From an optimization exercise on the open Yosys and OpenROAD flow, aimed at small area, a short achievable clock period and few clock cycles per item; shortcuts taken in it are not production practice.
Only simulation tests tie the RTL to the original design; equivalence was not proved.

==> trial 48: inputs <==
Design multi_dataflow_core, start of the top module:
module multi_dataflow_core (
  input  logic        ap_clk,
  input  logic        ap_rst,
  input  logic [31:0] in0_data,
  output logic        in0_full_n,
  input  logic        in0_write,
  input  logic [31:0] in1_data,
  output logic        in1_full_n,
  input  logic        in1_write,
  output logic [31:0] out0_data,
  input  logic        out0_full_n,
  output logic        out0_write,
  output logic [31:0] out1_data,
  input  logic        out1_full_n,
  output logic        out1_write,
  input  logic [7:0]  ID
);
export LEC_CHECK = 0
export ABC_AREA = 1
export CAP_MARGIN = 20
export CORE_MARGIN = 2
export CORE_UTILIZATION = 40
export SETUP_SLACK_MARGIN = 5
export SLEW_MARGIN = 20
create_clock -name core_clock -period 8.5 [get_ports {ap_clk}]
run.sh (not shown) runs the stock make flow with config.mk's settings and CLKGATE_MAP_FILE= SYNTH_SCRIPT=/design/flow/synth_recipe.tcl, a recipe that flattens the netlist after the stock synthesis.
==> inputs of build 65, as changes to trial 48 <==
--- a/flow/design.v
+++ b/flow/design.v
@@ -16,39 +16,44 @@
   input  logic [7:0]  ID
 );
   localparam int NS1 = 120;
   logic        hv_a, sv_a, hv_b, sv_b;
   logic        s1v, o0v, o1v;
   logic        id1_q, idok_q;
   logic        push_a, push_b, fire, adv0, s1_rdy, o1_rdy;
   logic [31:0] ha, hb, sa, sb;
-  assign in0_full_n = ~sv_a;
-  assign in1_full_n = ~sv_b;
+  logic        fn_a, fn_b;    
+  assign in0_full_n = fn_a;
+  assign in1_full_n = fn_b;
   assign push_a = in0_write & ~sv_a;
   assign push_b = in1_write & ~sv_b;
   assign adv0   = ~o0v | out0_full_n;
   assign s1_rdy = ~s1v | adv0;
   assign o1_rdy = ~o1v | out1_full_n;
   assign fire   = hv_a & hv_b & idok_q & s1_rdy & o1_rdy;
   always_ff @(posedge ap_clk or negedge ap_rst) begin
     if (!ap_rst) begin
       hv_a   <= 1'b0;
       sv_a   <= 1'b0;
       hv_b   <= 1'b0;
       sv_b   <= 1'b0;
       s1v    <= 1'b0;
       o0v    <= 1'b0;
       o1v    <= 1'b0;
       idok_q <= 1'b0;
+      fn_a   <= 1'b1;
+      fn_b   <= 1'b1;
     end else begin
       hv_a   <= (hv_a & ~fire) | sv_a | push_a;
       sv_a   <= hv_a & ~fire & (sv_a | push_a);
       hv_b   <= (hv_b & ~fire) | sv_b | push_b;
       sv_b   <= hv_b & ~fire & (sv_b | push_b);
+      fn_a   <= ~(hv_a & ~fire & (sv_a | push_a));
+      fn_b   <= ~(hv_b & ~fire & (sv_b | push_b));
       if (s1_rdy) s1v <= fire;
       if (adv0)   o0v <= s1v;
       if (o1_rdy) o1v <= fire;
       idok_q <= (ID == 8'd1) || (ID == 8'd2);
     end
   end
   logic        id1_d, ld_b;
   logic [31:0] hb_nxt;
==> flow/flow/run.sh (new file) <==
#!/bin/bash
# The standard layout, with plain buffers (buf_4) rather than the default delay-cell
# buffers on the ports. Make's full output goes to standard_flow.log in the work folder.
set -euo pipefail
bash standard.sh "BUFFER_PORTS_ARGS=-buffer_cell sky130_fd_sc_hd__buf_4" finish > standard_flow.log 2>&1
==> flow/standard.sh (new file) <==
#!/bin/bash
# synth_recipe.tcl (not shown) runs the flow's synth.tcl, then flattens the netlist and writes it again
# the make line also repeats each setting of config.mk as NAME=value (left out here)
make -C /OpenROAD-flow-scripts/flow DESIGN_CONFIG=/design/flow/config.mk WORK_HOME=/design/flow/orfs CLKGATE_MAP_FILE= SYNTH_SCRIPT=/design/flow/synth_recipe.tcl "${@:-finish}"
removed: flow/run.sh
==> inputs of build 5, as changes to trial 48 <==
--- a/flow/design.v
+++ b/flow/design.v
@@ -16,39 +16,44 @@
   input  logic [7:0]  ID
 );
   localparam int NS1 = 120;
   logic        hv_a, sv_a, hv_b, sv_b;
   logic        s1v, o0v, o1v;
   logic        id1_q, idok_q;
   logic        push_a, push_b, fire, adv0, s1_rdy, o1_rdy;
   logic [31:0] ha, hb, sa, sb;
-  assign in0_full_n = ~sv_a;
-  assign in1_full_n = ~sv_b;
+  logic        fn_a, fn_b;    
+  assign in0_full_n = fn_a;
+  assign in1_full_n = fn_b;
   assign push_a = in0_write & ~sv_a;
   assign push_b = in1_write & ~sv_b;
   assign adv0   = ~o0v | out0_full_n;
   assign s1_rdy = ~s1v | adv0;
   assign o1_rdy = ~o1v | out1_full_n;
   assign fire   = hv_a & hv_b & idok_q & s1_rdy & o1_rdy;
   always_ff @(posedge ap_clk or negedge ap_rst) begin
     if (!ap_rst) begin
       hv_a   <= 1'b0;
       sv_a   <= 1'b0;
       hv_b   <= 1'b0;
       sv_b   <= 1'b0;
       s1v    <= 1'b0;
       o0v    <= 1'b0;
       o1v    <= 1'b0;
       idok_q <= 1'b0;
+      fn_a   <= 1'b1;
+      fn_b   <= 1'b1;
     end else begin
       hv_a   <= (hv_a & ~fire) | sv_a | push_a;
       sv_a   <= hv_a & ~fire & (sv_a | push_a);
       hv_b   <= (hv_b & ~fire) | sv_b | push_b;
       sv_b   <= hv_b & ~fire & (sv_b | push_b);
+      fn_a   <= ~(hv_a & ~fire & (sv_a | push_a));
+      fn_b   <= ~(hv_b & ~fire & (sv_b | push_b));
       if (s1_rdy) s1v <= fire;
       if (adv0)   o0v <= s1v;
       if (o1_rdy) o1v <= fire;
       idok_q <= (ID == 8'd1) || (ID == 8'd2);
     end
   end
   logic        id1_d, ld_b;
   logic [31:0] hb_nxt;
==> comparison <==
First-iteration DRC count: build 5 > build 65 > trial 48. The lowest register-to-register slack belongs to trial 48, the highest to build 65. In synthesized cell count, build 5 and build 65 do not differ. Worst hold slack: build 65 < trial 48 < build 5.
Testbench counts of trial 48, summed over its fixed seeds: cycles 8,288, items 8,192.
Testbench counts of build 65, summed over its fixed seeds: cycles 8,288, items 8,192.
Testbench counts of build 5, summed over its fixed seeds: cycles 8,288, items 8,192.

-- re-timing with driven ports --
The results above use ideal ports. As a check the final layouts listed here were re-extracted and re-timed, cells and wires unchanged. Step 1 sets driving cells, clkbuf_16 on the clock port and buf_2 on the other inputs (assumed; they add their load-dependent delay and slew). Step 2 times the ports against the registers' clock, not the clock port: input delays grow and output delays shrink by t, the midpoint of the rising clock arrivals with the driver on. Three values: ideal ports, drivers, drivers and shift; two values: the first two.
| run | t, ns | setup WS [ns] | pins driven straight from the clock port |
|---|---|---|---|
| trial 48 | 0.665 | 4.953 / 4.953 / 4.496 | 1 |
| build 65 | 0.643 | 4.997 / 4.997 / 4.574 | 1 |
| build 5 | 0.645 | 4.979 / 4.979 / 4.519 | 1 |
After both steps setup and hold are still met in every run listed. The setup slack of build 5, which loses most, moves by 0.000 ns with the drivers and by -0.460 ns with both steps.
